This is an optimization exercise on Yosys and OpenROAD, whose aim is small area, not a production implementation.
At most, simulation tests tie the RTL to the original design; equivalence was not proved.
Function not checked in runs 1, 5 and 6: the RTL went through the layout flow alone.
Power figures rest on the tool's default switching activity, not on a simulated workload. The flow treats the clock pin as an ideal source, which a real chip does not have.

--- design/flow/design.v ---
package eeprom_cfg_pkg;
    localparam int DEV_W     = 3;
    localparam int BUS_DEV_W = 7;
    localparam logic [BUS_DEV_W-DEV_W-1:0] DEV_PREFIX = '0;
    localparam int ADDR_W = 16;
    localparam int LEN_W  = 8;
    localparam int DATA_W = 8;
    localparam int FIFO_DEPTH = 256;
    typedef logic [DATA_W-1:0] data_t;
    typedef logic [ADDR_W-1:0] addr_t;
    typedef logic [LEN_W-1:0]  len_t;
endpackage
package eeprom_op_pkg;
    typedef enum logic [1:0] {
        OP_WRITE = 2'd1,
        OP_READ  = 2'd2
    } op_type_e;
    typedef enum logic [3:0] {
        ST_IDLE   = 4'd0,    
        ST_REST   = 4'd1,    
        ST_ISSUE  = 4'd2,    
        ST_WAIT   = 4'd3,    
        ST_NEXT   = 4'd4,    
        ST_SET0   = 4'd5,    
        ST_SET1   = 4'd6,
        ST_SET2   = 4'd7,
        ST_SET3   = 4'd8,
        ST_FIRST  = 4'd9,    
        ST_DRAIN  = 4'd10    
    } seq_state_e;
endpackage
`timescale 1ns/100ps
module sync_fifo #(
    parameter int WIDTH = eeprom_cfg_pkg::DATA_W,
    parameter int DEPTH = eeprom_cfg_pkg::FIFO_DEPTH - 1
) (
    input  logic             i_clk,
    input  logic             i_push,
    input  logic [WIDTH-1:0] i_din,
    input  logic [7:0]       i_sel,
    input  logic             i_take,
    output logic [WIDTH-1:0] o_dout
);
    logic [DEPTH*WIDTH-1:0]     mem;
    always_ff @(posedge i_clk)
    begin
        if (i_push)
            mem <= {mem[(DEPTH-1)*WIDTH-1:0], i_din};
    end
    logic [31:0]      lo_hit;
    logic [7:0]       hi_hit;
    logic [WIDTH-1:0] trip [8][11];
    logic [WIDTH-1:0] grp [8];
    logic [WIDTH-1:0] pick;
    function automatic logic [WIDTH-1:0] term(input int p, input logic s);
        term = (p < DEPTH) ? ({WIDTH{s}} & mem[p*WIDTH +: WIDTH]) : '0;
    endfunction
    always_comb
    begin
        for (int i = 0; i < 32; i++)
            lo_hit[i] = (i_sel[4:0] == 5'(i));
        for (int i = 0; i < 8; i++)
            hi_hit[i] = (i_sel[7:5] == 3'(i));
        for (int g = 0; g < 8; g++)
        begin
            for (int t = 0; t < 11; t++)
            begin
                trip[g][t] = term(g*32 + 3*t, lo_hit[3*t]);
                if (3*t + 1 < 32)
                    trip[g][t] = trip[g][t] | term(g*32 + 3*t + 1, lo_hit[(3*t + 1) % 32]);
                if (3*t + 2 < 32)
                    trip[g][t] = trip[g][t] | term(g*32 + 3*t + 2, lo_hit[(3*t + 2) % 32]);
            end
            grp[g] = '0;
            for (int t = 0; t < 11; t++)
                grp[g] = grp[g] | trip[g][t];
        end
        pick = '0;
        for (int g = 0; g < 8; g++)
            pick = pick | ({WIDTH{hi_hit[g]}} & grp[g]);
    end
    always_ff @(posedge i_clk)
    begin
        if (i_take)
            o_dout <= pick;
    end
endmodule
`timescale 1ns/100ps
module eeprom_op_sequencer (
    input  logic                                i_clk,
    input  logic                                i_rst,
    input  logic [eeprom_cfg_pkg::DEV_W-1:0]     i_req_dev,
    input  eeprom_cfg_pkg::addr_t                i_req_addr,
    input  eeprom_cfg_pkg::len_t                 i_req_len,
    input  logic [1:0]                          i_req_type,
    input  logic                                i_req_valid,
    output logic                                o_req_ready,
    output logic [eeprom_cfg_pkg::BUS_DEV_W-1:0] o_op_dev,
    output eeprom_cfg_pkg::addr_t                o_op_addr,
    output eeprom_cfg_pkg::len_t                 o_op_len,
    output logic [1:0]                          o_op_type,
    output logic                                o_op_valid,
    input  logic                                i_op_ready,
    input  logic                                i_push,
    input  logic                                i_pull,
    output logic [7:0]                          o_cnt,
    output logic                                o_take,
    output logic                                o_sop,
    output logic                                o_eop,
    output logic                                o_valid
);
    eeprom_op_pkg::seq_state_e state;
    eeprom_op_pkg::seq_state_e state_nxt;
    logic [eeprom_cfg_pkg::DEV_W-1:0] dev_q;
    eeprom_cfg_pkg::len_t              len_q;
    logic                              is_read;
    logic                              ready_d;
    logic                              accept;
    logic                              take;
    logic                              ready_rise;
    logic                              drain;
    logic                              cnt_last;
    assign o_req_ready = (state == eeprom_op_pkg::ST_IDLE);
    assign o_op_valid  = (state == eeprom_op_pkg::ST_ISSUE);
    assign o_sop       = (state == eeprom_op_pkg::ST_FIRST);
    assign o_valid     = (state == eeprom_op_pkg::ST_FIRST) || (state == eeprom_op_pkg::ST_DRAIN);
    assign cnt_last    = (o_cnt == 8'hff);
    assign o_eop       = o_valid && cnt_last;
    assign accept     = i_req_valid && o_req_ready;
    assign take       = o_op_valid && i_op_ready;
    assign ready_rise = i_op_ready && !ready_d;
    assign drain      = (state == eeprom_op_pkg::ST_SET3) || (o_valid && !cnt_last);
    assign o_take     = i_pull || drain;
    assign o_op_dev  = {eeprom_cfg_pkg::DEV_PREFIX, dev_q};
    assign o_op_type = is_read ? eeprom_op_pkg::OP_READ : eeprom_op_pkg::OP_WRITE;
    assign o_op_len  = is_read ? eeprom_cfg_pkg::len_t'(1) : len_q;
    always_comb
    begin
        state_nxt = state;
        case (state)
            eeprom_op_pkg::ST_IDLE:
                if (accept)
                    state_nxt = eeprom_op_pkg::ST_ISSUE;
            eeprom_op_pkg::ST_REST:
                state_nxt = eeprom_op_pkg::ST_IDLE;
            eeprom_op_pkg::ST_ISSUE:
                if (take)
                    state_nxt = eeprom_op_pkg::ST_WAIT;
            eeprom_op_pkg::ST_WAIT:
                if (ready_rise)
                begin
                    if (!is_read)
                        state_nxt = eeprom_op_pkg::ST_REST;
                    else if (o_cnt == len_q - 1'b1)
                        state_nxt = eeprom_op_pkg::ST_SET0;
                    else
                        state_nxt = eeprom_op_pkg::ST_NEXT;
                end
            eeprom_op_pkg::ST_NEXT:
                state_nxt = eeprom_op_pkg::ST_ISSUE;
            eeprom_op_pkg::ST_SET0:
                state_nxt = eeprom_op_pkg::ST_SET1;
            eeprom_op_pkg::ST_SET1:
                state_nxt = eeprom_op_pkg::ST_SET2;
            eeprom_op_pkg::ST_SET2:
                state_nxt = eeprom_op_pkg::ST_SET3;
            eeprom_op_pkg::ST_SET3:
                state_nxt = eeprom_op_pkg::ST_FIRST;
            eeprom_op_pkg::ST_FIRST, eeprom_op_pkg::ST_DRAIN:
                state_nxt = cnt_last ? eeprom_op_pkg::ST_REST : eeprom_op_pkg::ST_DRAIN;
            default:
                state_nxt = eeprom_op_pkg::ST_IDLE;
        endcase
    end
    always_ff @(posedge i_clk or posedge i_rst)
    begin
        if (i_rst)
        begin
            state   <= eeprom_op_pkg::ST_IDLE;
            ready_d <= 1'b1;
            o_cnt   <= '1;
        end
        else
        begin
            state   <= state_nxt;
            ready_d <= i_op_ready;
            if (i_push)
                o_cnt <= o_cnt + 1'b1;
            else if (o_take)
                o_cnt <= o_cnt - 1'b1;
        end
    end
    always_ff @(posedge i_clk)
    begin
        if (accept)
        begin
            len_q     <= i_req_len;
            dev_q     <= i_req_dev;
            o_op_addr <= i_req_addr;
            is_read   <= (i_req_type == eeprom_op_pkg::OP_READ);
        end
        else if (state == eeprom_op_pkg::ST_NEXT)
            o_op_addr <= o_op_addr + 1'b1;
    end
endmodule
`timescale 1ns/100ps
module eeprom_ctrl (
    input  logic                                i_clk,
    input  logic                                i_rst,
    output logic [eeprom_cfg_pkg::BUS_DEV_W-1:0] o_operation_device,
    output eeprom_cfg_pkg::addr_t                o_operation_addr,
    output eeprom_cfg_pkg::len_t                 o_operation_len,
    output logic [1:0]                          o_operation_type,
    output logic                                o_operation_valid,
    input  logic                                i_operation_ready,
    output eeprom_cfg_pkg::data_t                o_write_data,
    input  logic                                i_write_req,
    input  eeprom_cfg_pkg::data_t                i_read_data,
    input  logic                                i_read_valid,
    input  logic [eeprom_cfg_pkg::DEV_W-1:0]     i_user_device_addr,
    input  eeprom_cfg_pkg::addr_t                i_user_operate_addr,
    input  eeprom_cfg_pkg::len_t                 i_user_operate_len,
    input  logic [1:0]                          i_user_operate_type,
    input  logic                                i_user_operate_valid,
    output logic                                o_user_operate_ready,
    input  eeprom_cfg_pkg::data_t                i_user_write_data,
    input  logic                                i_user_write_valid,
    output eeprom_cfg_pkg::data_t                o_user_read_data,
    output logic                                o_user_read_sop,
    output logic                                o_user_read_eop,
    output logic                                o_user_read_valid
);
    logic                  push;
    eeprom_cfg_pkg::data_t din;
    eeprom_cfg_pkg::data_t dout;
    logic [7:0]            cnt;
    logic                  take;
    assign push = i_user_write_valid || i_read_valid;
    assign din  = ({8{i_read_valid}} & i_read_data)
                | ({8{i_user_write_valid}} & i_user_write_data);
    sync_fifo u_store (
        .i_clk  (i_clk),
        .i_push (push),
        .i_din  (din),
        .i_sel  (cnt),
        .i_take (take),
        .o_dout (dout)
    );
    assign o_write_data     = dout;
    assign o_user_read_data = dout;
    eeprom_op_sequencer u_sequencer (
        .i_clk       (i_clk),
        .i_rst       (i_rst),
        .i_req_dev   (i_user_device_addr),
        .i_req_addr  (i_user_operate_addr),
        .i_req_len   (i_user_operate_len),
        .i_req_type  (i_user_operate_type),
        .i_req_valid (i_user_operate_valid),
        .o_req_ready (o_user_operate_ready),
        .o_op_dev    (o_operation_device),
        .o_op_addr   (o_operation_addr),
        .o_op_len    (o_operation_len),
        .o_op_type   (o_operation_type),
        .o_op_valid  (o_operation_valid),
        .i_op_ready  (i_operation_ready),
        .i_push      (push),
        .i_pull      (i_write_req),
        .o_cnt       (cnt),
        .o_take      (take),
        .o_sop       (o_user_read_sop),
        .o_eop       (o_user_read_eop),
        .o_valid     (o_user_read_valid)
    );
endmodule
--- design/flow/flow/run.sh ---
#!/bin/bash
# Layout flow: the standard layout, with three changes
#  - synthesis maps the logic with an area-oriented ABC script (flow/area.abc);
#    the Yosys steps, and so the registers and their names, are the standard ones
#  - the port buffers are the smallest buffer
#  - the clock tree uses bigger sink clusters and no dummy loads
# Each make run writes its full output to a log of its own here.
set -euo pipefail
W=$(pwd)
export MY_ABC_SCRIPT="$W/flow/area.abc"
ARGS=(
  "SYNTH_SCRIPT=$W/flow/synth.tcl"
  "BUFFER_PORTS_ARGS=-buffer_cell sky130_fd_sc_hd__buf_1"
  "CTS_ARGS=-sink_clustering_enable -repair_clock_nets -sink_clustering_size 27 -sink_clustering_max_diameter 90 -buf_list sky130_fd_sc_hd__clkbuf_16 -dont_use_dummy_load"
)
bash standard.sh "${ARGS[@]}" synth > "$W/synth.log" 2>&1
bash standard.sh "${ARGS[@]}" finish > "$W/layout.log" 2>&1
test -s "$W/out/final.def"
--- design/flow/flow/area.abc ---
&get -n
&st
&dch
&nf -R 1000
&put
--- design/flow/flow/synth.tcl ---
proc synth {args} { yosys synth -nofsm -noshare {*}$args }
proc abc {args} {
  set i [lsearch -exact $args -script]
  if { $i >= 0 } { lset args [expr {$i + 1}] $::env(MY_ABC_SCRIPT) }
  yosys abc {*}$args
}
source $::env(SCRIPTS_DIR)/synth.tcl
# left out here: clear keep_hierarchy, flatten, clean up, hide names made inside functions, write 1_2_yosys.v
--- design/flow/standard.sh ---
#!/bin/bash
# synth_recipe.tcl (not shown) runs the flow's synth.tcl, then flattens the netlist and writes it again
# the make line also repeats each setting of config.mk as NAME=value (left out here)
make -C /OpenROAD-flow-scripts/flow DESIGN_CONFIG=/design/flow/config.mk WORK_HOME=/design/flow/orfs CLKGATE_MAP_FILE= SYNTH_SCRIPT=/design/flow/synth_recipe.tcl "${@:-finish}"
--- design/flow/config.mk ---
export PLATFORM = sky130hd
export DESIGN_NAME = eeprom_ctrl
export DESIGN_NICKNAME = eeprom_ctrl
export VERILOG_FILES = /design/flow/design.v
export SDC_FILE = /design/flow/constraint.sdc
export NUM_CORES = 4
export LEC_CHECK = 0
export CAP_MARGIN = 0
export CORE_MARGIN = 2
export CORE_UTILIZATION = 58
export SLEW_MARGIN = 0
--- design/flow/constraint.sdc ---
create_clock -name core_clock -period 5.0 [get_ports {i_clk}]
set_input_delay 1.0000 -clock core_clock [delete_from_list [all_inputs] [get_ports {i_clk}]]
set_output_delay 1.0000 -clock core_clock [all_outputs]
set_load 0.01 [all_outputs]
==> summary.txt, run 1 <==
Floorplan
  • Rows: 130
  • Die width: 359 um
  • Initial Util: 0.583
  • CORE AREA: roughly 130000 sq um
  • Vert. Die Dim: 359 um
  • I/O pin total: 106
  • Die area: between 100000 and 150000 sq um

Timing
  • Final Skew: ~0.035 ns
  • Slew margin rel.: 0.219
  • Max-slew violations: 0
  • Final worst-path setup slack: roughly 0.81 ns
  • Period utilisation layout: 0.838
  • Final Hold Viols: 0
  • Final min period: about 4.2 ns
  • Fmax: roughly 0.24 GHz
  • Slew @ Worst Pin: 1.17 ns
  • Final hold slack: around 0.23 ns
  • Final setup fails: 0
  • Sum Neg Setup Slack: 0 ns
  • RSZ-0062 raised after global routing: no

Clock tree
  • H-tree levels: 3
  • # resized after CTS: 0
  • Postcts setup bufs: 0
  • CTS clk-pin slew, worst paths: approximately 0.1 ns
  • Clk Latency, worst-skew pair: around 0.71 ns
  • CTS Buf Count: 87
  • CTS tree: done
  • Max clock buf depth: 3
  • Clock Tree Root: clkbuf_16
  • Sink Count: roughly 2100
  • Hold Buf Count CTS: 0

Setup path
  • CP required: between 5 and 6 ns
  • Critical Path AT: 4.77 ns
  • CP Capture Type: register
  • Startpoint types: register
  • Most used cell along the critical path: or3_1
  • CP max stage delay: ~1.1 ns
  • Critical path fanouts, max: 42
  • Cells along the critical path: and3_4 > buf_4 > a222oi_1 > and4b_1 > and3_1 > a31oi_1 > or3_1 > or3_1
  • Kind of critical path: register to register
  • Slowest CP cell: dfstp_2

Routing
  • Starting DRC count in detailed routing: between 9000 and 10000
  • DRC: 0
  • Routed len/inst: about 35 um
  • Antenna-violating nets left: 0
  • DRT Wirelength: around 180000 um
  • Routed vias: 39400
  • Vias/cell: about 7.5
  • Pre-antenna DRT Iters: 8

Placement
  • Post-DP HPWL: 96900 um
  • Placed insts: between 5000 and 6000
  • Number of port buffers: just over 100
  • Dpl cell area: between 70000 and 80000 sq um
  • Pre-CTS setup slack: between 0.8 and 0.9 ns
  • GP Congestion: slightly above 0.8

Synthesis
  • Top cell type's share of synthesized area: 0.853
  • Top FF cell, synth: edfxtp_1
  • Yosys top cell by area: edfxtp_1
  • Yosys reg bits: approximately 2100
  • Synthesized area per cell: between 20 and 25 sq um
  • Synth unique cells: 42
  • Most common cell in the synthesized netlist: edfxtp_1
  • Async set-or-reset flop fraction in the synthesized netlist: 0.00622
  • Post-synthesis sequential area ratio: 0.858
  • Synth Cell Area: around 73000 sq um
  • Yosys warning count: 4
  • EDFF count, synth: about 2100
  • Synth area leaders: edfxtp_1 (85%), a222oi_1 (8.8%), and4b_1 (0.86%)
  • Cells after synthesis: between 3000 and 4000
  • Post-synth top cells: edfxtp_1 (2076), a222oi_1 (640), nand4_1 (88)

Pwr
  • Leak Pwr: around 0.026 uW
  • Max IR drop VDD: between 0.3 and 0.4 mV
  • PD cells: about 490 nW/um^2

Global routing
  • First-pass GRT wire length: 262000 um
  • Largest net degree at the start of global routing: 155
  • Vias in the first global route: ~38000
  • Total gr overflow: 0
  • Antenna violations before repair: 0
  • Tot GR Track Use: 0.275

Status
  • Status: finished clean

Job
  • Maxcap violations: 0

Hold path
  • Worst hold path type: input pin to asynchronous set/reset pin

Layout
  • Share of cells above drive strength 1: 0.0635
  • Final Non-Filler Cells: between 5000 and 6000
  • NumNets Final: 3656
  • Final Cell Area: 78800 sq um
  • Layout area overhead: 7.92%
## layout by cell type, fill, tap and decap left out, types with 26 or more instances in the layout
cell / synthesis / final
nor2_1: 40 / 38
buf_4: 13 / 69
a22oi_1: 35 / 35
nand4_1: 88 / 88
buf_12: 0 / 26
clkbuf_16: 0 / 87
and4b_1: 63 / 63
and3_1: 58 / 42
edfxtp_1: 2076 / 2076
a222oi_1: 640 / 640
buf_1: 0 / 101
a31oi_1: 37 / 37
nand2_1: 29 / 29
## report_power, final
group          leakage (uW)  switching [uW]  internal, uW
Clock               0.00107            4930          3130
Sequential           0.0214            1410         21900
Combinational       0.00309            4660          2590
## cells by family (layout without fill, tap and decap cells)
group	after synthesis	count (layout)	share of synthesized area
simple gates	359	359	0.0315
buf+inv	24	294	0.00190
flops	2089	2089	0.858
compound gates	805	805	0.103
xor+xnor	32	32	0.00384
other cells	1	5	0.0000513
fa+ha+maj	9	9	0.00164
mux	1	1	0.000154
## state kept, by name, summed over array words and instances, names as in the netlist
signal	cells
u_sequencer.o_op_addr	16
u_sequencer.state	4
u_store.o_dout	8
u_sequencer.is_read	1
u_store.mem	2040
u_sequencer.len_q	8
u_sequencer.ready_d	1
u_sequencer.o_cnt	8
u_sequencer.dev_q	3
## cell type report
cell class                 instances  area [sq um]
timing repair buffer             196          1420
clock buffer                      87          2180
inverter                          11          67.6
fill                            8554         46400
tap                             1650          2060
multi-input combinational       1210         10400
sequential                      2089         62700
antenna                            1          2.50
## final timing paths
check                                startpoint                    to  slack (ns)  cells past startpoint
hold reg to reg                u_store.mem[739]      u_store.mem[747]        0.42                      0
min in group core_clock        u_store.mem[739]      u_store.mem[747]        0.42                      0
max in group asynchronous                 i_rst  u_sequencer.o_cnt[6]        4.45                      2
setup / recovery           u_sequencer.o_cnt[4]     u_store.o_dout[7]        0.81                      8
setup reg to reg           u_sequencer.o_cnt[4]     u_store.o_dout[7]        0.81                      8
hold / removal                            i_rst  u_sequencer.state[3]        0.23                      2
## per-stage QoR
stage,total power [uW],utilization
final,38600,0.629
after global routing,40000,0.629
after CTS,38800,0.629
after detailed placement,30900,0.612
after global placement,30600,0.612
after floorplan,27300,-
## per-layer routing
metal  share of wire  vias up  GRT usage
met1            0.39    20600      0.400
li1                -    16000          -
met5               0        -          0
met3            0.10      253     0.0433
met2            0.48     2638      0.434
met4           0.029        0     0.0867
## worst max-delay path, delay by kind of cell, from the launching register on
family / cells / cell delay [ns]
flops: 1 / 1.06
compound gates: 2 / 0.83
buf+inv: 1 / 0.41
simple gates: 5 / 1.72
==> run 2: changes to the inputs <==
--- a/design/flow/design.v
+++ b/design/flow/design.v
@@ -47,8 +47,8 @@
         if (i_push)
             mem <= {mem[(DEPTH-1)*WIDTH-1:0], i_din};
     end
-    logic [31:0]      lo_hit;
-    logic [7:0]       hi_hit;
+    logic [31:0]      row_hit;
+    logic [7:0]       col_hit;
     logic [WIDTH-1:0] trip [8][11];
     logic [WIDTH-1:0] grp [8];
     logic [WIDTH-1:0] pick;
@@ -58,18 +58,18 @@
     always_comb
     begin
         for (int i = 0; i < 32; i++)
-            lo_hit[i] = (i_sel[4:0] == 5'(i));
+            row_hit[i] = (i_sel[7:3] == 5'(i));
         for (int i = 0; i < 8; i++)
-            hi_hit[i] = (i_sel[7:5] == 3'(i));
+            col_hit[i] = (i_sel[2:0] == 3'(i));
         for (int g = 0; g < 8; g++)
         begin
             for (int t = 0; t < 11; t++)
             begin
-                trip[g][t] = term(g*32 + 3*t, lo_hit[3*t]);
+                trip[g][t] = term(8*(3*t) + g, row_hit[3*t]);
                 if (3*t + 1 < 32)
-                    trip[g][t] = trip[g][t] | term(g*32 + 3*t + 1, lo_hit[(3*t + 1) % 32]);
+                    trip[g][t] = trip[g][t] | term(8*(3*t + 1) + g, row_hit[(3*t + 1) % 32]);
                 if (3*t + 2 < 32)
-                    trip[g][t] = trip[g][t] | term(g*32 + 3*t + 2, lo_hit[(3*t + 2) % 32]);
+                    trip[g][t] = trip[g][t] | term(8*(3*t + 2) + g, row_hit[(3*t + 2) % 32]);
             end
             grp[g] = '0;
             for (int t = 0; t < 11; t++)
@@ -77,7 +77,7 @@
         end
         pick = '0;
         for (int g = 0; g < 8; g++)
-            pick = pick | ({WIDTH{hi_hit[g]}} & grp[g]);
+            pick = pick | ({WIDTH{col_hit[g]}} & grp[g]);
     end
     always_ff @(posedge i_clk)
     begin
==> run 2 against run 1 <==
Against the previous run:
- still clean on timing, DRC and antenna
- routed wire length fell by 9.0%
- sequential share of layout area rose by 0.40 points
- synthesized area barely moved
- flip-flop and latch count did not move
- first-iteration DRC count rose by 7.2%
- combinational power rose by 4.1%
- clock power fell by 0.6%
- critical endpoint unchanged
- largest cell class unchanged
- highest routed layer is now met5
==> summary.txt, run 2 <==
Status
  • Status: finished clean

Clock tree
  • Postcts setup bufs: 0
  • # resized after CTS: 0
  • CTS clk-pin slew, worst paths: about 0.1 ns
  • Sink Count: between 2000 and 2500
  • H-tree levels: 3
  • CTS tree: done
  • Clock Tree Root: clkbuf_16
  • Clk Latency, worst-skew pair: about 0.70 ns
  • Hold Buf Count CTS: 0
  • Max clock buf depth: 3
  • CTS Buf Count: 87

Setup path
  • CP Capture Type: register
  • Most used cell along the critical path: buf_4
  • R2r setup slk: approximately 0.66 ns
  • Critical path fanouts, max: 40
  • CP required: between 5 and 6 ns
  • Kind of critical path: register to register
  • Buf/Inv on CP: 2
  • Cells along the critical path: nand2b_1 > nor3_2 > buf_4 > buf_4 > a222oi_1 > nand4_1 > and4b_1 > and3_1 > a31oi_1 > or4_1 > nor4_1 > o21ai_0
  • CP delay by family, top: simple AND/OR/NAND/NOR gates
  • CP max stage delay: roughly 0.76 ns
  • Startpoint types: register
  • Critical Path AT: ~4.8 ns
  • Slowest CP cell: dfstp_2

Layout
  • NumNets Final: 3631
  • Number of flip-flops in the largest register: around 2000
  • Share of cells above drive strength 1: 0.0552
  • Largest Register: u_store.mem
  • Final Non-Filler Cells: about 5200
  • Largest regs: u_store.mem x2040, u_sequencer.o_op_addr x16
  • Most common cell after layout, fill and taps aside: edfxtp_1
  • Final Cell Area: 78400 sq um
  • Layout area overhead: 7.34%
  • Commonest non-fill, non-tap cells in the layout: edfxtp_1 (2076), a222oi_1 (640), buf_1 (101)

Routing
  • Antenna-violating nets left: 0
  • Pre-antenna DRT Iters: 14
  • Routed vias: around 38000
  • DRT Wirelength: between 150000 and 200000 um
  • Routed len/inst: ~32 um
  • DRC: 0
  • Vias/cell: 7.35
  • Starting DRC count in detailed routing: slightly below 10000

Synthesis
  • Synth unique cells: 37
  • Synthesized area per cell: between 20 and 25 sq um
  • Synth area leaders: edfxtp_1 (85%), a222oi_1 (8.8%), and4b_1 (0.67%)
  • Synth Cell Area: about 73000 sq um
  • Yosys warning count: 4
  • Top cell type's share of synthesized area: 0.853
  • Post-synth top cells: edfxtp_1 (2076), a222oi_1 (640), nand4_1 (71)
  • Post-synthesis sequential area ratio: 0.858
  • Async set-or-reset flop fraction in the synthesized netlist: 0.00622
  • Most common cell in the synthesized netlist: edfxtp_1
  • Yosys reg bits: 2089
  • Top FF cell, synth: edfxtp_1
  • Yosys top cell by area: edfxtp_1
  • Cells after synthesis: around 3300
  • EDFF count, synth: just over 2000

Global routing
  • Antenna violations before repair: 19
  • First-pass GRT wire length: 240000 um
  • Total gr overflow: 0
  • Vias in the first global route: ~36000
  • Largest net degree at the start of global routing: around 200
  • Tot GR Track Use: 0.249

Placement
  • GP Congestion: slightly below 0.9
  • Number of port buffers: slightly above 100
  • Dpl cell area: between 70000 and 80000 sq um
  • Post-DP HPWL: 105000 um
  • Placed insts: around 5000

Timing
  • Final min period: 4.34 ns
  • Period utilisation layout: 0.868
  • RSZ-0062 raised after global routing: no
  • Final Hold Viols: 0
  • Slew margin rel.: 0.212
  • Fmax: approximately 0.23 GHz
  • Sum Neg Setup Slack: 0 ns
  • Max-slew violations: 0
  • Final setup fails: 0
  • Final hold slack: just under 0.3 ns
  • Final Skew: 0.0481 ns
  • Slew @ Worst Pin: approximately 1.2 ns

Job
  • Maxcap violations: 0

Pwr
  • Comb pwr share: 0.194
  • Power share of the sequential group: 0.601
  • Proportion of power drawn by the clock network: 0.205
  • Sw Share: 0.294
  • Max IR drop VDD: 0.286 mV
  • Switching Power: approximately 11000 uW
  • Int Power: ~28000 uW
  • PD cells: 497 nW/um^2
  • Leak Pwr: ~0.025 uW
  • Total power: 39000 uW

Floorplan
  • Initial Util: 0.583
  • I/O pin total: around 110
  • CORE AREA: 125000 sq um
  • Rows: between 100 and 150
  • Vert. Die Dim: around 360 um
  • Die width: between 300 and 400 um
  • Die area: approximately 130000 sq um

Hold path
  • Worst hold path type: input pin to asynchronous set/reset pin
## run 2: worst register-to-register path: cells and delay by family, from the launching register on
family	cells	cell delay [ns]
AND/OR/NAND/NOR	7	1.96
buffers and inverters	2	0.69
flip-flops	1	0.76
AO/OA/AOI/OAI	3	0.69
## run 2: cell type report
type | instances | area [sq um]
inverters | 12 | 71.3
flip-flops and latches | 2089 | 62700
repair buffers | 165 | 1050
clock buffers | 87 | 2180
multi-input cells | 1215 | 10400
fillers | 8619 | 47000
well taps | 1650 | 2060
diodes | 1 | 2.50
## run 2: power groups by stage
stage	combinational (uW)	sequential [uW]	clock, uW
2_1_floorplan	4070	23200	0
3_3_place_gp	7210	23600	0
3_5_place_dp	7330	23700	0
4_1_cts	7360	23400	8240
5_1_grt	7950	23600	8790
6_report	7550	23400	8010
## run 2: metrics by stage
stage,util,setup WS (ns)
floorplan,-,-2.03
global placement,0.608,0.826
detailed placement,0.608,0.745
CTS,0.625,0.722
global route,0.625,0.468
finish,0.625,0.662
## run 2: path summary, 6_finish.rpt
kind                                 startpoint              endpoint  cells after the start
min                                       i_rst  u_sequencer.state[0]                      2
max in group asynchronous                 i_rst  u_sequencer.o_cnt[6]                      2
min reg2reg                    u_store.mem[529]      u_store.mem[537]                      0
max                        u_sequencer.o_cnt[3]     u_store.o_dout[7]                     12
max reg2reg                u_sequencer.o_cnt[3]     u_store.o_dout[7]                     12
min in group core_clock        u_store.mem[529]      u_store.mem[537]                      0
## run 2: cell families (layout without fill, tap and decap cells)
kind of cell,Yosys count,in the layout,share of synthesized area
buf+inv,25,264,0.00195
fa+ha+maj,9,9,0.00164
other cells,1,5,0.0000513
mux,1,1,0.000154
simple gates,363,363,0.0318
flops,2089,2089,0.858
xor+xnor,34,34,0.00407
compound gates,804,804,0.103
## run 2: routing by layer
layer,vias to the layer above,share of wire,track usage
met4,4,0.014,0.0424
met3,156,0.12,0.0531
met5,-,0.00016,0
met1,19900,0.43,0.410
li1,15900,-,-
met2,2373,0.44,0.350
==> run 3: changes to the inputs <==
--- a/design/flow/flow/run.sh
+++ b/design/flow/flow/run.sh
@@ -11,7 +11,7 @@
 ARGS=(
   "SYNTH_SCRIPT=$W/flow/synth.tcl"
   "BUFFER_PORTS_ARGS=-buffer_cell sky130_fd_sc_hd__buf_1"
-  "CTS_ARGS=-sink_clustering_enable -repair_clock_nets -sink_clustering_size 27 -sink_clustering_max_diameter 90 -buf_list sky130_fd_sc_hd__clkbuf_16 -dont_use_dummy_load"
+  "CTS_ARGS=-sink_clustering_enable -repair_clock_nets -sink_clustering_size 31 -sink_clustering_max_diameter 100 -buf_list sky130_fd_sc_hd__clkbuf_16 -dont_use_dummy_load"
 )
 bash standard.sh "${ARGS[@]}" synth > "$W/synth.log" 2>&1
 bash standard.sh "${ARGS[@]}" finish > "$W/layout.log" 2>&1
==> run 3 against run 2 <==
Against the previous run:
- core utilization is 0.19 points lower
- highest routed layer unchanged
- register-to-register slack improved by 0.04 ns
- via count is 0.15% lower
- clock skew shrank 0.0042 ns
- largest cell class unchanged
- fmax grew 0.97%
- worst setup slack better by 0.042 ns
==> summary.txt, run 3 <==
Status
  • Status: finished clean

Pwr
  • Max IR drop VDD: between 0.2 and 0.3 mV
  • Int Power: approximately 27000 uW
  • Leak Pwr: 0.0252 uW
  • Proportion of power drawn by the clock network: 0.197
  • Switching Power: between 10000 and 15000 uW
  • Sw Share: 0.295
  • Comb pwr share: 0.195
  • Power share of the sequential group: 0.608
  • PD cells: ~490 nW/um^2

Routing
  • Antenna-violating nets left: 0
  • Met2 WL: slightly above 70000 um
  • Met3 routed WL: approximately 19000 um
  • DRC: 0
  • Met1 WL: 71200 um
  • Starting DRC count in detailed routing: ~9600
  • DRT Wirelength: 165000 um
  • Pre-antenna DRT Iters: 14
  • Highest metal used: met5
  • Vias/cell: 7.35
  • Routed vias: ~38000
  • Routed len/inst: roughly 32 um

Global routing
  • Largest net degree at the start of global routing: about 200
  • Antenna violations before repair: 22
  • Tot GR Track Use: 0.248
  • Total gr overflow: 0
  • Vias in the first global route: between 30000 and 40000
  • First-pass GRT wire length: roughly 240000 um

Clock tree
  • Sink Count: about 2100
  • Clock Tree Root: clkbuf_16
  • Clk Latency, worst-skew pair: around 0.7 ns
  • CTS tree: done
  • Postcts setup bufs: 0
  • Hold Buf Count CTS: 0
  • H-tree levels: 3
  • Max clock buf depth: 3
  • CTS clk-pin slew, worst paths: 0.11 ns
  • CTS Buf Count: between 70 and 80
  • # resized after CTS: 0

Synthesis
  • Async set-or-reset flop fraction in the synthesized netlist: 0.00622
  • Post-synthesis compound-gate area fraction: 0.103
  • Yosys top cell by area: edfxtp_1
  • Top cell type's share of synthesized area: 0.853
  • Most common cell in the synthesized netlist: edfxtp_1
  • Top FF cell, synth: edfxtp_1
  • Synth unique cells: 37
  • Synthesized area per cell: around 22 sq um
  • Post-synthesis sequential area ratio: 0.858
  • Area share of and/or/nand/nor cells after synthesis: 0.0318
  • Largest family of logic cells by synthesized area: compound AO/OA/AOI/OAI gates
  • Yosys warning count: 4
  • Cells after synthesis: 3326
  • Yosys reg bits: ~2100
  • Post-synth top cells: edfxtp_1 (2076), a222oi_1 (640), nand4_1 (71)
  • Area share of fa/ha/maj cells after synthesis: 0.00164
  • EDFF count, synth: between 2000 and 2500
  • Mux contribution to synthesized area: 0.000154
  • Synth area leaders: edfxtp_1 (85%), a222oi_1 (8.8%), and4b_1 (0.67%)
  • Synth Cell Area: approximately 73000 sq um
  • XOR/XNOR Fraction of Synth Area: 0.00407

Placement
  • Number of port buffers: ~100
  • Post-DP HPWL: about 100000 um
  • Dpl cell area: roughly 76000 sq um
  • Pre-CTS setup slack: between 0.7 and 0.8 ns
  • GP Congestion: slightly below 0.9

Layout
  • Fillers: between 8000 and 9000
  • Largest Register: u_store.mem
  • Final core occ: 0.624
  • Number of flip-flops in the largest register: 2040
  • NumNets Final: 3621
  • Share of cells above drive strength 1: 0.0526
  • Commonest non-fill, non-tap cells in the layout: edfxtp_1 (2076), a222oi_1 (640), buf_1 (101)
  • Register area: ~63000 sq um
  • Final Cell Area: just under 80000 sq um
  • Largest regs: u_store.mem x2040, u_sequencer.o_op_addr x16
  • Multi-input logic area: approximately 10000 sq um
  • Most common cell after layout, fill and taps aside: edfxtp_1
  • Layout area overhead: 7.01%

Timing
  • Final Skew: approximately 0.044 ns
  • Final worst-path setup slack: 0.704 ns
  • Fmax: about 0.23 GHz
  • Final setup fails: 0
  • Slew margin rel.: 0.219
  • Sum Neg Setup Slack: 0 ns
  • Final min period: between 4 and 5 ns
  • Final Hold Viols: 0
  • Slew @ Worst Pin: roughly 1.2 ns
  • Period utilisation layout: 0.859
  • Max-slew violations: 0
  • RSZ-0062 raised after global routing: no

Floorplan
  • Die area: between 100000 and 150000 sq um
  • Initial Util: 0.583
  • Vert. Die Dim: 359 um
  • CORE AREA: around 130000 sq um
  • Die width: 359 um
  • I/O pin total: around 110
  • Rows: 130

Setup path
  • CP required: 5.43 ns
  • Critical path fanouts, max: 40
  • Critical Path AT: between 4 and 5 ns
  • Worst Setup SP: u_sequencer.o_cnt[7]
  • Reg2reg start: u_sequencer.o_cnt[7]
  • CP Capture Type: register
  • Startpoint types: register
  • Kind of critical path: register to register

Job
  • Maxcap violations: 0

Hold path
  • Worst hold path type: input pin to asynchronous set/reset pin
-- run 3: changes by cell type in the layout (fill, tap and decap cells not counted), sizes merged --
cell    before  now
diode        1    6
clkbuf      87   77
-- run 3: kinds of logic (layout without fill, tap and decap cells) --
logic type / after synthesis / count (layout)
adders and majority gates: 9 / 9
buffers and inverters: 25 / 254
xor gates and xnor gates: 34 / 34
AOI/OAI and AO/OA: 804 / 804
muxes: 1 / 1
DFF: 2089 / 2089
and+or+nand+nor: 363 / 363
other: 1 / 10
-- run 3: worst max-delay path, cell delays in order (launching register included) --
cell and delay, ns:
dfstp_2 1.04, nor3_2 0.11, buf_4 0.34, buf_4 0.32
a222oi_1 0.48, nand4_1 0.27, and4b_1 0.41, and3_1 0.20
a31oi_1 0.08, or4_1 0.45, nor4_1 0.18, o21ai_0 0.12
-- run 3: metrics by stage --
step | hold WS (ns) | total power [uW] | cells
3_3_place_gp | 0.426 | 30800 | 5131
2_1_floorplan | 0.425 | 27300 | 3329
3_5_place_dp | 0.432 | 31100 | 5131
5_1_grt | 0.276 | 39900 | 5208
6_report | 0.285 | 38500 | 5214
4_1_cts | 0.242 | 38600 | 5208
-- run 3: final timing paths --
path | to | slack [ns] | cells after the start
setup / recovery | u_store.o_dout[7] | 0.70 | 11
hold / removal | u_sequencer.state[0] | 0.29 | 2
setup reg to reg | u_store.o_dout[7] | 0.70 | 11
hold reg to reg | u_store.mem[233] | 0.41 | 0
max in group asynchronous | u_sequencer.o_cnt[3] | 4.36 | 2
min in group core_clock | u_store.mem[233] | 0.41 | 0
-- run 3: cell type report --
cell class,instances,share of cell area
Tap cell,1650,0.0264
Antenna cell,6,0.000192
Multi-Input combinational cell,1215,0.133
Timing Repair Buffer,165,0.0134
Clock buffer,77,0.0246
Inverter,12,0.000912
Sequential cell,2089,0.801
-- run 3: power by group through the flow --
stage	combinational [uW]	sequential, uW	clock, uW
global route	7950	23600	8310
CTS	7350	23400	7820
global placement	7210	23600	0
detailed placement	7330	23700	0
floorplan	4070	23200	0
finish	7510	23400	7610
-- run 3: routing by layer --
metal	GRT usage	vias up
li1	-	15900
met1	0.407	19900
met2	0.350	2351
met3	0.0538	160
met4	0.0412	8
met5	0	-
==> run 4: changes to the inputs <==
--- a/design/flow/design.v
+++ b/design/flow/design.v
@@ -71,9 +71,9 @@
                 if (3*t + 2 < 32)
                     trip[g][t] = trip[g][t] | term(8*(3*t + 2) + g, row_hit[(3*t + 2) % 32]);
             end
-            grp[g] = '0;
-            for (int t = 0; t < 11; t++)
-                grp[g] = grp[g] | trip[g][t];
+            grp[g] = (trip[g][0] | trip[g][1] | trip[g][2] | trip[g][3])
+                   | (trip[g][4] | trip[g][5] | trip[g][6] | trip[g][7])
+                   | (trip[g][8] | trip[g][9] | trip[g][10]);
         end
         pick = '0;
         for (int g = 0; g < 8; g++)
==> run 4 against run 3 <==
Against the previous run:
- still clean on timing, DRC and antenna
- cell count grew 0.88%
- non-clock buffer count grew 17
- synthesized cell count grew 0.96%
- register-to-register slack gained 0.75 ns
- clock skew shrank 0.0048 ns
- flip-flop and latch count is the same
- worst setup slack gained 0.59 ns
- core utilization is essentially flat
- sequential share of layout area grew 0.16 points
- fmax grew 16%
- total power shrank 2.8%
- sequential power is essentially flat
- largest cell class unchanged
- largest power group unchanged
- highest routed layer is now met4
==> summary.txt, run 4 <==
Pwr
  • Comb pwr share: 0.172
  • Int Power: 26800 uW
  • PD cells: approximately 480 nW/um^2
  • Total power: 37500 uW
  • Max IR drop VDD: approximately 0.31 mV
  • Power share of the sequential group: 0.625
  • Proportion of power drawn by the clock network: 0.203
  • Sw Share: 0.286
  • Leak Pwr: about 0.026 uW
  • Switching Power: 10700 uW

Setup path
  • Worst flop-to-flop path endpoint: u_store.o_dout[4]
  • Cells along the critical path: and3_2 > clkinv_1 > nor3_1 > buf_1
  • Worst reg-to-reg path cell count: 9
  • Critical path fanouts, max: 35
  • Critical Path AT: between 2 and 3 ns
  • CP delay by family, top: flip-flops
  • CP max stage delay: ~0.99 ns
  • CP required: ~4.0 ns
  • Logic depth of the worst path, buffers included: 4
  • CP Capture Type: output port
  • Worst Setup SP: u_sequencer.o_cnt[7]
  • Slowest CP cell: dfstp_2
  • Startpoint types: register
  • R2r setup slk: between 1 and 1.5 ns
  • Kind of critical path: register to output port
  • Critical path endpoint: o_user_read_eop
  • Reg2reg start: u_sequencer.o_cnt[4]
  • Buf/Inv on CP: 2

Job
  • Maxcap violations: 0

Clock tree
  • Sink Count: around 2100
  • Postcts setup bufs: 0
  • Clock Tree Root: clkbuf_16
  • CTS Buf Count: 77
  • CTS clk-pin slew, worst paths: around 0.10 ns
  • Max clock buf depth: 3
  • H-tree levels: 3
  • Hold Buf Count CTS: 0
  • Clk Latency, worst-skew pair: 0.70 ns
  • # resized after CTS: 0
  • CTS tree: done

Synthesis
  • Yosys reg bits: about 2100
  • Post-synthesis sequential area ratio: 0.860
  • EDFF count, synth: a little over 2000
  • Synth area leaders: edfxtp_1 (86%), a222oi_1 (8.8%), nand4_1 (1.2%)
  • Mux contribution to synthesized area: 0.000155
  • Top FF cell, synth: edfxtp_1
  • XOR/XNOR Fraction of Synth Area: 0.00361
  • Synth Cell Area: between 70000 and 80000 sq um
  • Synth unique cells: 38
  • Yosys warning count: 4
  • Synthesized area per cell: approximately 22 sq um
  • Async set-or-reset flop fraction in the synthesized netlist: 0.00622
  • Yosys top cell by area: edfxtp_1
  • Area share of and/or/nand/nor cells after synthesis: 0.0306
  • Post-synth top cells: edfxtp_1 (2076), a222oi_1 (640), nand4_1 (140)
  • Top cell type's share of synthesized area: 0.856
  • Largest family of logic cells by synthesized area: compound AO/OA/AOI/OAI gates
  • Area share of fa/ha/maj cells after synthesis: 0.00165
  • Post-synthesis compound-gate area fraction: 0.102
  • Cells after synthesis: between 3000 and 4000
  • Most common cell in the synthesized netlist: edfxtp_1

Global routing
  • First-pass GRT wire length: between 200000 and 250000 um
  • Vias in the first global route: between 30000 and 40000
  • Total gr overflow: 0
  • Largest net degree at the start of global routing: 222
  • Antenna violations before repair: 4
  • Tot GR Track Use: 0.261

Placement
  • Dpl cell area: roughly 76000 sq um
  • GP Congestion: between 0.8 and 0.9
  • Number of port buffers: 101
  • Post-DP HPWL: around 110000 um
  • Pre-CTS setup slack: roughly 1.3 ns

Timing
  • Final setup fails: 0
  • Max-slew violations: 0
  • Slew margin rel.: 0.0915
  • Slew @ Worst Pin: about 1.4 ns
  • Final worst-path setup slack: 1.29 ns
  • Period utilisation layout: 0.742
  • Final Skew: 0.0392 ns
  • RSZ-0062 raised after global routing: no
  • Fmax: 0.270 GHz
  • Final Hold Viols: 0
  • Final min period: 3.71 ns

Layout
  • Largest regs: u_store.mem x2040, u_sequencer.o_op_addr x16
  • Commonest non-fill, non-tap cells in the layout: edfxtp_1 (2076), a222oi_1 (640), nand4_1 (140)
  • Final Cell Area: 78000 sq um
  • Share of cells above drive strength 1: 0.0577
  • Largest Register: u_store.mem
  • Final core occ: 0.624
  • Layout area overhead: 7.11%
  • Most common cell after layout, fill and taps aside: edfxtp_1
  • NumNets Final: ~3700
  • Number of flip-flops in the largest register: between 2000 and 2500

Routing
  • Antenna-violating nets left: 0
  • DRT Wirelength: between 150000 and 200000 um
  • Starting DRC count in detailed routing: 9193
  • Routed vias: 38400
  • Pre-antenna DRT Iters: 13
  • DRC: 0
  • Vias/cell: roughly 7.3
  • Routed len/inst: between 30 and 40 um

Floorplan
  • Die area: ~130000 sq um
  • Rows: 130
  • Initial Util: 0.583
  • Vert. Die Dim: between 300 and 400 um
  • I/O pin total: around 110
  • Die width: 358 um
  • CORE AREA: ~130000 sq um

Status
  • Status: finished clean

Hold path
  • Worst hold path type: input pin to asynchronous set/reset pin
run 4: changes by cell type in the layout (fill, tap and decap cells not counted), moves of 24 or more:
cell / before / now
nand3_1: 20 / 69
nand4_1: 71 / 140
nor3_1: 11 / 55
a22oi_1: 35 / 59
a31oi_1: 36 / 0
and3_1: 44 / 3
and4_1: 30 / 0
and4b_1: 49 / 0
run 4: cells by family after synthesis:
kind of cell | after synthesis
buffers and inverters | 25
DFF | 2089
and+or+nand+nor | 415
xor gates and xnor gates | 30
muxes | 1
other | 1
AOI/OAI and AO/OA | 788
adders and majority gates | 9
run 4: power by group through the flow:
stage / clock network, uW / logic (uW) / registers (uW)
floorplan: 0 / 3670 / 23200
global placement: 0 / 6300 / 23600
detailed placement: 0 / 6390 / 23700
CTS: 7820 / 6410 / 23400
global route: 8340 / 6900 / 23600
finish: 7620 / 6440 / 23400
run 4: stage by stage:
stage / hold WS, ns / instances / setup TNS (ns)
after CTS: 0.234 / 5257 / 0
after floorplan: 0.425 / 3361 / -1790.31
after global routing: 0.268 / 5257 / 0
after detailed placement: 0.432 / 5180 / 0
final: 0.273 / 5260 / 0
after global placement: 0.427 / 5180 / 0
run 4: routing by layer:
metal / routed length (um) / track usage
met1: 70400 / 0.403
met2: 77500 / 0.385
met3: 19100 / 0.0536
met4: 3680 / 0.0684
met5: 0 / 0
run 4: how the worst min path moves through the flow:
stage	start	to	slack, ns
floorplan	u_store.mem[92]	u_store.mem[100]	0.43
global placement	u_store.mem[600]	u_store.mem[608]	0.43
detailed placement	u_store.mem[1032]	u_store.mem[1040]	0.43
CTS	i_rst	u_sequencer.state[1]	0.23
global route	i_rst	u_sequencer.state[1]	0.27
finish	i_rst	u_sequencer.state[1]	0.27
run 4: area by class of cell:
cell class                 count  area (sq um)
antenna                        3          7.51
sequential                  2089         62700
clock buffer                  77          1930
inverter                      12          71.3
multi-input combinational   1247         10200
fill                        8670         47000
timing repair buffer         182          1100
tap                         1650          2060
run 4: worst reg2reg max path, cell delays in order (launching register included):
cell and delay, ns:
dfstp_2 0.73, nor2b_1 0.14, and3_2 0.48, buf_4 0.43
a222oi_1 0.57, nand4_1 0.33, o31ai_1 0.31, o21ai_0 0.13
nor2_1 0.12, nand2_1 0.07
==> run 5: changes to the inputs <==
--- a/design/flow/design.v
+++ b/design/flow/design.v
@@ -47,36 +47,36 @@
         if (i_push)
             mem <= {mem[(DEPTH-1)*WIDTH-1:0], i_din};
     end
-    logic [31:0]      row_hit;
-    logic [7:0]       col_hit;
-    logic [WIDTH-1:0] trip [8][11];
-    logic [WIDTH-1:0] grp [8];
+    logic [63:0]      row_hit;
+    logic [3:0]       col_hit;
+    logic [WIDTH-1:0] trip [4][22];
+    logic [WIDTH-1:0] grp [4];
     logic [WIDTH-1:0] pick;
     function automatic logic [WIDTH-1:0] term(input int p, input logic s);
         term = (p < DEPTH) ? ({WIDTH{s}} & mem[p*WIDTH +: WIDTH]) : '0;
     endfunction
     always_comb
     begin
-        for (int i = 0; i < 32; i++)
-            row_hit[i] = (i_sel[7:3] == 5'(i));
-        for (int i = 0; i < 8; i++)
-            col_hit[i] = (i_sel[2:0] == 3'(i));
-        for (int g = 0; g < 8; g++)
-        begin
-            for (int t = 0; t < 11; t++)
+        for (int i = 0; i < 64; i++)
+            row_hit[i] = (i_sel[7:2] == 6'(i));
+        for (int i = 0; i < 4; i++)
+            col_hit[i] = (i_sel[1:0] == 2'(i));
+        for (int g = 0; g < 4; g++)
+        begin
+            for (int t = 0; t < 22; t++)
             begin
-                trip[g][t] = term(8*(3*t) + g, row_hit[3*t]);
-                if (3*t + 1 < 32)
-                    trip[g][t] = trip[g][t] | term(8*(3*t + 1) + g, row_hit[(3*t + 1) % 32]);
-                if (3*t + 2 < 32)
-                    trip[g][t] = trip[g][t] | term(8*(3*t + 2) + g, row_hit[(3*t + 2) % 32]);
+                trip[g][t] = term(4*(3*t) + g, row_hit[3*t]);
+                if (3*t + 1 < 64)
+                    trip[g][t] = trip[g][t] | term(4*(3*t + 1) + g, row_hit[(3*t + 1) % 64]);
+                if (3*t + 2 < 64)
+                    trip[g][t] = trip[g][t] | term(4*(3*t + 2) + g, row_hit[(3*t + 2) % 64]);
             end
-            grp[g] = (trip[g][0] | trip[g][1] | trip[g][2] | trip[g][3])
-                   | (trip[g][4] | trip[g][5] | trip[g][6] | trip[g][7])
-                   | (trip[g][8] | trip[g][9] | trip[g][10]);
+            grp[g] = '0;
+            for (int t = 0; t < 22; t++)
+                grp[g] = grp[g] | trip[g][t];
         end
         pick = '0;
-        for (int g = 0; g < 8; g++)
+        for (int g = 0; g < 4; g++)
             pick = pick | ({WIDTH{col_hit[g]}} & grp[g]);
     end
     always_ff @(posedge i_clk)
==> run 5 against run 4 <==
Against the previous run:
- critical path type is now register to register
- register-to-register slack worse by 1.2 ns
- fmax is 22% lower
- sequential share of layout area is 0.72 points lower
- cell count is 1.0% higher
- clock-buffer cell count stayed put
==> summary.txt, run 5 <==
Synthesis
  • Synthesized area per cell: between 20 and 25 sq um
  • Yosys warning count: 4
  • Synth unique cells: 42
  • Synth area leaders: edfxtp_1 (85%), a222oi_1 (8.6%), nand4_1 (0.91%)
  • Post-synthesis sequential area ratio: 0.857
  • Top FF cell, synth: edfxtp_1
  • EDFF count, synth: a little over 2000
  • Post-synth top cells: edfxtp_1 (2076), a222oi_1 (630), nand4_1 (106)
  • Yosys top cell by area: edfxtp_1
  • Synth Cell Area: 73200 sq um
  • Most common cell in the synthesized netlist: edfxtp_1
  • Async set-or-reset flop fraction in the synthesized netlist: 0.00622
  • Cells after synthesis: approximately 3400
  • Top cell type's share of synthesized area: 0.852
  • Yosys reg bits: approximately 2100

Setup path
  • Cells along the critical path: or2_0 > buf_4 > nor2_2 > buf_4 > a222oi_1 > nand4_1 > and4b_1 > and3_1 > nand4_1 > a211oi_1 > nand4_1 > a211oi_1 > and4_1 > a31oi_1 > or4_1
  • Startpoint types: register
  • CP max stage delay: 0.55 ns
  • Buf/Inv on CP: 2
  • Kind of critical path: register to register
  • Worst reg-to-reg path cell count: 15
  • CP Capture Type: register
  • Critical Path AT: ~5.2 ns
  • CP delay by family, top: simple AND/OR/NAND/NOR gates
  • Reg2reg start: u_sequencer.o_cnt[7]
  • Most used cell along the critical path: nand4_1
  • Critical path fanouts, max: 16
  • R2r setup slk: 0.25 ns
  • Slowest CP cell: dfstp_2
  • CP required: around 5.4 ns
  • Worst flop-to-flop path endpoint: u_store.o_dout[5]

Timing
  • Slew margin rel.: 0.153
  • Fmax: between 0.2 and 0.25 GHz
  • Period utilisation layout: 0.949
  • Final Hold Viols: 0
  • Final setup fails: 0
  • Final Skew: between 0.04 and 0.05 ns
  • Final hold slack: between 0.3 and 0.4 ns
  • Final worst-path setup slack: between 0.2 and 0.3 ns
  • Slew @ Worst Pin: between 1 and 1.5 ns
  • Sum Neg Setup Slack: 0 ns
  • Max-slew violations: 0
  • RSZ-0062 raised after global routing: yes
  • Final min period: between 4 and 5 ns

Floorplan
  • CORE AREA: approximately 130000 sq um
  • Die area: between 100000 and 150000 sq um
  • Rows: 130
  • Initial Util: 0.583
  • Vert. Die Dim: 359 um
  • I/O pin total: about 110
  • Die width: around 360 um

Routing
  • Routed len/inst: roughly 30 um
  • Vias/cell: slightly above 7
  • DRT Wirelength: 163000 um
  • Pre-antenna DRT Iters: 13
  • Antenna-violating nets left: 0
  • Routed vias: 38100
  • Starting DRC count in detailed routing: roughly 8700
  • DRC: 0

Global routing
  • First-pass GRT wire length: approximately 240000 um
  • Largest net degree at the start of global routing: 215
  • Antenna violations before repair: 1
  • Total gr overflow: 0
  • Vias in the first global route: roughly 37000
  • Tot GR Track Use: 0.246

Clock tree
  • CTS tree: done
  • Clock Tree Root: clkbuf_16
  • CTS Buf Count: 77
  • Clk Latency, worst-skew pair: 0.68 ns
  • Max clock buf depth: 3
  • Hold Buf Count CTS: 0
  • H-tree levels: 3
  • Sink Count: 2089
  • CTS clk-pin slew, worst paths: ~0.12 ns

Pwr
  • Power share of the sequential group: 0.623
  • Comb pwr share: 0.172
  • Sw Share: 0.278
  • PD cells: around 470 nW/um^2
  • Int Power: between 20000 and 30000 uW
  • Proportion of power drawn by the clock network: 0.204
  • Max IR drop VDD: around 0.32 mV
  • Leak Pwr: 0.0255 uW
  • Switching Power: approximately 10000 uW

Job
  • Maxcap violations: 0

Layout
  • Multi-input logic area: approximately 11000 sq um
  • Commonest non-fill, non-tap cells in the layout: edfxtp_1 (2076), a222oi_1 (630), buf_4 (123)
  • Share of cells above drive strength 1: 0.0784
  • Largest regs: u_store.mem x2040, u_sequencer.o_op_addr x16
  • Register area: about 63000 sq um
  • Most common cell after layout, fill and taps aside: edfxtp_1
  • Layout area overhead: 7.65%
  • Largest Register: u_store.mem
  • Fillers: 8625
  • Final core occ: 0.628
  • NumNets Final: 3725
  • Final Cell Area: ~79000 sq um
  • Number of flip-flops in the largest register: ~2000

Placement
  • Post-DP HPWL: approximately 110000 um
  • Number of port buffers: about 100
  • Dpl cell area: 76800 sq um
  • Pre-CTS setup slack: between 0.15 and 0.2 ns
  • GP Congestion: 0.845

Status
  • Status: finished clean

Hold path
  • Worst hold path type: input pin to asynchronous set/reset pin
run 5: area by class of cell:
class / count / share of cell area
Antenna cell: 2 / 0.0000635
Inverter: 12 / 0.000906
Sequential cell: 2089 / 0.796
Timing Repair Buffer: 231 / 0.0183
Multi-Input combinational cell: 1253 / 0.134
Tap cell: 1650 / 0.0262
Clock buffer: 77 / 0.0245
run 5: timing repair:
item,in CTS,in global routing
resized for setup,0,2
endpoints found under the setup margin,0,2
buffers inserted,0,0
run 5: cell families (layout without fill, tap and decap cells):
group | count (synthesis) | in the layout | share of synthesized area
adders and majority gates | 9 | 9 | 0.00164
DFF | 2089 | 2089 | 0.857
xor gates and xnor gates | 32 | 32 | 0.00383
AOI/OAI and AO/OA | 796 | 796 | 0.103
other | 1 | 6 | 0.0000513
buffers and inverters | 25 | 320 | 0.00195
and+or+nand+nor | 412 | 412 | 0.0333
run 5: metrics by stage:
step | cells | total power (uW)
floorplan | 3367 | 26500
global placement | 5235 | 29600
detailed placement | 5235 | 29800
CTS | 5312 | 37300
global route | 5312 | 38600
finish | 5314 | 37200
run 5: how the worst max path moves through the flow:
stage | startpoint | end | slack [ns] | cells past startpoint
floorplan | i_user_write_valid | u_sequencer.o_cnt[6] | -2.03 | 8
global placement | u_sequencer.o_cnt[6] | u_store.o_dout[0] | 0.14 | 16
detailed placement | u_sequencer.o_cnt[7] | u_store.o_dout[0] | 0.19 | 16
CTS | u_sequencer.o_cnt[7] | u_store.o_dout[0] | 0.17 | 16
global route | u_sequencer.o_cnt[7] | u_store.o_dout[5] | -0.01 | 16
finish | u_sequencer.o_cnt[7] | u_store.o_dout[5] | 0.25 | 15
run 5: layer usage:
| metal | vias to the layer above | GRT usage | wire [um] |
|---|---|---|---|
| met3 | 168 | 0.0372 | 14100 |
| li1 | 16100 | - | - |
| met4 | 0 | 0.0591 | 3430 |
| met2 | 2097 | 0.392 | 78600 |
| met5 | - | 0 | 0 |
| met1 | 19800 | 0.363 | 66900 |
run 5: power by group through the flow:
| stage | sequential, uW | clock (uW) | combinational (uW) |
|---|---|---|---|
| 4_1_cts | 23200 | 7820 | 6360 |
| 5_1_grt | 23400 | 8370 | 6810 |
| 2_1_floorplan | 23100 | 0 | 3380 |
| 3_5_place_dp | 23500 | 0 | 6340 |
| 6_report | 23200 | 7590 | 6410 |
| 3_3_place_gp | 23400 | 0 | 6250 |
==> run 6: changes to the inputs <==
--- a/design/flow/design.v
+++ b/design/flow/design.v
@@ -47,8 +47,8 @@
         if (i_push)
             mem <= {mem[(DEPTH-1)*WIDTH-1:0], i_din};
     end
-    logic [63:0]      row_hit;
-    logic [3:0]       col_hit;
+    logic [63:0]      lo_hit;
+    logic [3:0]       hi_hit;
     logic [WIDTH-1:0] trip [4][22];
     logic [WIDTH-1:0] grp [4];
     logic [WIDTH-1:0] pick;
@@ -58,18 +58,18 @@
     always_comb
     begin
         for (int i = 0; i < 64; i++)
-            row_hit[i] = (i_sel[7:2] == 6'(i));
+            lo_hit[i] = (i_sel[5:0] == 6'(i));
         for (int i = 0; i < 4; i++)
-            col_hit[i] = (i_sel[1:0] == 2'(i));
+            hi_hit[i] = (i_sel[7:6] == 2'(i));
         for (int g = 0; g < 4; g++)
         begin
             for (int t = 0; t < 22; t++)
             begin
-                trip[g][t] = term(4*(3*t) + g, row_hit[3*t]);
+                trip[g][t] = term(g*64 + 3*t, lo_hit[3*t]);
                 if (3*t + 1 < 64)
-                    trip[g][t] = trip[g][t] | term(4*(3*t + 1) + g, row_hit[(3*t + 1) % 64]);
+                    trip[g][t] = trip[g][t] | term(g*64 + 3*t + 1, lo_hit[(3*t + 1) % 64]);
                 if (3*t + 2 < 64)
-                    trip[g][t] = trip[g][t] | term(4*(3*t + 2) + g, row_hit[(3*t + 2) % 64]);
+                    trip[g][t] = trip[g][t] | term(g*64 + 3*t + 2, lo_hit[(3*t + 2) % 64]);
             end
             grp[g] = '0;
             for (int t = 0; t < 22; t++)
@@ -77,7 +77,7 @@
         end
         pick = '0;
         for (int g = 0; g < 4; g++)
-            pick = pick | ({WIDTH{col_hit[g]}} & grp[g]);
+            pick = pick | ({WIDTH{hi_hit[g]}} & grp[g]);
     end
     always_ff @(posedge i_clk)
     begin
@@ -236,8 +236,7 @@
     logic [7:0]            cnt;
     logic                  take;
     assign push = i_user_write_valid || i_read_valid;
-    assign din  = ({8{i_read_valid}} & i_read_data)
-                | ({8{i_user_write_valid}} & i_user_write_data);
+    assign din  = i_read_valid ? i_read_data : i_user_write_data;
     sync_fifo u_store (
         .i_clk  (i_clk),
         .i_push (push),
--- a/design/flow/flow/run.sh
+++ b/design/flow/flow/run.sh
@@ -11,7 +11,7 @@
 ARGS=(
   "SYNTH_SCRIPT=$W/flow/synth.tcl"
   "BUFFER_PORTS_ARGS=-buffer_cell sky130_fd_sc_hd__buf_1"
-  "CTS_ARGS=-sink_clustering_enable -repair_clock_nets -sink_clustering_size 31 -sink_clustering_max_diameter 100 -buf_list sky130_fd_sc_hd__clkbuf_16 -dont_use_dummy_load"
+  "CTS_ARGS=-sink_clustering_enable -repair_clock_nets -sink_clustering_size 27 -sink_clustering_max_diameter 90 -buf_list sky130_fd_sc_hd__clkbuf_16 -dont_use_dummy_load"
 )
 bash standard.sh "${ARGS[@]}" synth > "$W/synth.log" 2>&1
 bash standard.sh "${ARGS[@]}" finish > "$W/layout.log" 2>&1
--- a/design/flow/config.mk
+++ b/design/flow/config.mk
@@ -7,5 +7,5 @@
 export LEC_CHECK = 0
 export CAP_MARGIN = 0
 export CORE_MARGIN = 2
-export CORE_UTILIZATION = 58
+export CORE_UTILIZATION = 50
 export SLEW_MARGIN = 0
==> run 6 against run 5 <==
Against the previous run:
- combinational power increased by 11%
- clock skew rose by 0.019 ns
- hold slack worse by 0.080 ns
- global-route usage decreased by 3.2 points
- largest power group unchanged
- highest routed layer is now met5
==> summary.txt, run 6 <==
Status
  • Status: finished clean

Pwr
  • Max IR drop VDD: 0.269 mV
  • Comb pwr share: 0.184
  • Switching Power: between 10000 and 15000 uW
  • Total power: approximately 38000 uW
  • PD cells: 480 nW/um^2
  • Int Power: between 20000 and 30000 uW
  • Sw Share: 0.284
  • Power share of the sequential group: 0.604
  • Proportion of power drawn by the clock network: 0.212
  • Leak Pwr: between 0.02 and 0.03 uW

Synthesis
  • Top FF cell, synth: edfxtp_1
  • Post-synthesis sequential area ratio: 0.856
  • Mux contribution to synthesized area: 0.00138
  • Largest family of logic cells by synthesized area: compound AO/OA/AOI/OAI gates
  • Async set-or-reset flop fraction in the synthesized netlist: 0.00622
  • XOR/XNOR Fraction of Synth Area: 0.00407
  • EDFF count, synth: around 2100
  • Post-synth top cells: edfxtp_1 (2076), a222oi_1 (621), nand4_1 (114)
  • Top cell type's share of synthesized area: 0.852
  • Area share of fa/ha/maj cells after synthesis: 0.00164
  • Area share of and/or/nand/nor cells after synthesis: 0.0337
  • Most common cell in the synthesized netlist: edfxtp_1
  • Synth Cell Area: about 73000 sq um
  • Cells after synthesis: approximately 3400
  • Synth unique cells: 39
  • Synthesized area per cell: about 22 sq um
  • Yosys warning count: 4
  • Yosys top cell by area: edfxtp_1
  • Synth area leaders: edfxtp_1 (85%), a222oi_1 (8.5%), nand4_1 (0.97%)
  • Post-synthesis compound-gate area fraction: 0.101
  • Yosys reg bits: approximately 2100

Setup path
  • Critical path fanouts, max: 22
  • Buf/Inv on CP: 2
  • Critical Path AT: 5.31 ns
  • Kind of critical path: register to register
  • Most used cell along the critical path: nand4_1
  • CP delay by family, top: simple AND/OR/NAND/NOR gates
  • CP Capture Type: register
  • CP required: approximately 5.5 ns
  • Startpoint types: register
  • Slowest CP cell: dfstp_2
  • CP max stage delay: ~0.55 ns
  • Cells along the critical path: or2_2 > buf_12 > nor2_4 > buf_4 > a222oi_1 > nand4_1 > a211oi_2 > nand4_1 > a211oi_1 > nand4_1 > and4b_1 > nand3_1 > and4b_1 > a31oi_1 > or4_1

Routing
  • Pre-antenna DRT Iters: 9
  • Antenna-violating nets left: 0
  • Vias/cell: between 6 and 7
  • Routed len/inst: 29.1 um
  • DRC: 0
  • DRT Wirelength: ~160000 um
  • Routed vias: 37800
  • Starting DRC count in detailed routing: a little under 8000

Job
  • Maxcap violations: 0

Global routing
  • Largest net degree at the start of global routing: about 180
  • Tot GR Track Use: 0.214
  • Vias in the first global route: ~36000
  • Antenna violations before repair: 9
  • First-pass GRT wire length: 241000 um
  • Total gr overflow: 0

Timing
  • Slew @ Worst Pin: 1.20 ns
  • Slew margin rel.: 0.200
  • Max-slew violations: 0
  • Final Hold Viols: 0
  • Fmax: a little over 0.2 GHz
  • RSZ-0062 raised after global routing: no
  • Final hold slack: about 0.25 ns
  • Sum Neg Setup Slack: 0 ns
  • Final worst-path setup slack: about 0.16 ns
  • Final setup fails: 0
  • Final min period: ~4.8 ns
  • Period utilisation layout: 0.967
  • Final Skew: about 0.063 ns

Layout
  • Multi-input logic area: approximately 11000 sq um
  • ANT cells: 0
  • Final Non-Filler Cells: 5647
  • Number of flip-flops in the largest register: a little over 2000
  • Largest regs: u_store.mem x2040, u_sequencer.o_op_addr x16
  • Share of cells above drive strength 1: 0.0952
  • Register area: around 63000 sq um
  • NumNets Final: 3793
  • Commonest non-fill, non-tap cells in the layout: edfxtp_1 (2076), a222oi_1 (621), buf_4 (146)
  • Layout area overhead: 9.49%
  • Fillers: roughly 11000
  • Most common cell after layout, fill and taps aside: edfxtp_1
  • Largest Register: u_store.mem

Hold path
  • Worst hold path type: input pin to asynchronous set/reset pin

Clock tree
  • Clk Latency, worst-skew pair: around 0.74 ns
  • H-tree levels: 3
  • Clock Tree Root: clkbuf_16
  • Sink Count: 2089
  • Hold Buf Count CTS: 0
  • CTS clk-pin slew, worst paths: between 0.1 and 0.15 ns
  • Max clock buf depth: 3
  • CTS tree: done
  • CTS Buf Count: 89

Floorplan
  • I/O pin total: about 110
  • Rows: 140
  • Die area: ~150000 sq um
  • CORE AREA: between 100000 and 150000 sq um
  • Initial Util: 0.503
  • Die width: approximately 390 um
  • Vert. Die Dim: ~390 um

Placement
  • Post-DP HPWL: 108000 um
  • Pre-CTS setup slack: -0.0140 ns
  • Placed insts: ~5600
  • GP Congestion: just over 0.8
  • Number of port buffers: 101
## run 6: power by group through the flow
| stage | clock (uW) | sequential (uW) | combinational (uW) |
|---|---|---|---|
| floorplan | 0 | 23200 | 3480 |
| finish | 8180 | 23200 | 7090 |
| detailed placement | 0 | 23600 | 7020 |
| global placement | 0 | 23500 | 6990 |
| global route | 8950 | 23500 | 7530 |
| CTS | 8430 | 23200 | 7040 |
## run 6: area by class of cell
class | instances | share of cell area
flip-flops and latches | 2089 | 0.782
multi-input cells | 1268 | 0.134
well taps | 1917 | 0.0299
clock buffers | 89 | 0.0278
repair buffers | 275 | 0.0254
inverters | 9 | 0.000749
## run 6: stage by stage
| stage | instance area [sq um] | utilization |
|---|---|---|
| after floorplan | 73300 | - |
| after global placement | 77900 | 0.535 |
| after detailed placement | 77900 | 0.535 |
| after CTS | 80100 | 0.550 |
| after global routing | 80200 | 0.551 |
| final | 80200 | 0.551 |
## run 6: what timing repair did
item | CTS | global route
buffers inserted | 0 | 2
endpoints found under the setup margin | 1 | 5
gates resized for setup | 1 | 12
pin swaps | 0 | 7
## run 6: cells by family (layout without fill, tap and decap cells)
group	after synthesis	after routing
compound gates	789	789
mux	9	9
fa+ha+maj	9	9
other cells	1	4
buf+inv	22	373
simple gates	423	423
xor+xnor	34	34
flops	2089	2089
## run 6: layer usage
metal  wire length [um]  track usage  up-vias
met2              76100        0.328     1665
met5                 12            0        -
met3              14700       0.0444      175
li1                   -            -    16200
met1              69600        0.316    19800
met4               3950       0.0522        2
## run 6: final timing paths
kind	from	to	cells past startpoint	slack, ns
hold reg to reg	u_store.mem[620]	u_store.mem[628]	0	0.39
setup / recovery	u_sequencer.o_cnt[5]	u_store.o_dout[0]	15	0.16
max in group asynchronous	i_rst	u_sequencer.o_cnt[3]	2	4.35
min in group core_clock	i_operation_ready	u_sequencer.ready_d	1	0.37
setup reg to reg	u_sequencer.o_cnt[5]	u_store.o_dout[0]	15	0.16
hold / removal	i_rst	u_sequencer.state[3]	2	0.25
## run 6: worst reg2reg max path, cell delays in order, from the launching register on
cell and delay (ns):
dfstp_2 0.55, or2_2 0.13, buf_12 0.21, nor2_4 0.14
buf_4 0.25, a222oi_1 0.44, nand4_1 0.19, a211oi_2 0.28
nand4_1 0.23, a211oi_1 0.35, nand4_1 0.22, and4b_1 0.35
nand3_1 0.20, and4b_1 0.32, a31oi_1 0.22, or4_1 0.52

afterwards: timing with drivers on the ports:
In the flow no input, the clock included, has a driving cell. The finished layouts below were timed again as built, in two steps.
Step 1 assumes that a clkbuf_16 drives the clock port and a buf_2 every other input.
Step 2 adds t to the input delays and takes it off the output delays; t is the mean of the earliest and latest rising clock arrival at the registers after step 1. Input paths then give back, and output paths get back, about the clock's delay inside the block.
Slacks: ideal ports / drivers / drivers and shift; pairs: ideal ports / drivers.
run	t (ns)	slack for setup (ns)	worst setup path at the end	clock arrival spread, ns	pins driven straight from the clock port
run 1	0.778	0.811 / 0.811 / 0.811	register to register	0.043 / 0.042	1
run 2	0.764	0.662 / 0.662 / 0.662	register to register	0.056 / 0.055	1
run 3	0.740	0.704 / 0.704 / 0.704	register to register	0.055 / 0.055	1
run 4	0.757	1.292 / 1.218 / 1.268	input to register	0.043 / 0.042	1
run 5	0.748	0.254 / 0.254 / 0.254	register to register	0.068 / 0.068	1
run 6	0.774	0.164 / 0.164 / 0.164	register to register	0.083 / 0.083	1
After both steps every run listed still meets setup and hold. The setup slack of run 4, which loses most, moves by -0.074 ns with the drivers and by -0.024 ns with both steps.
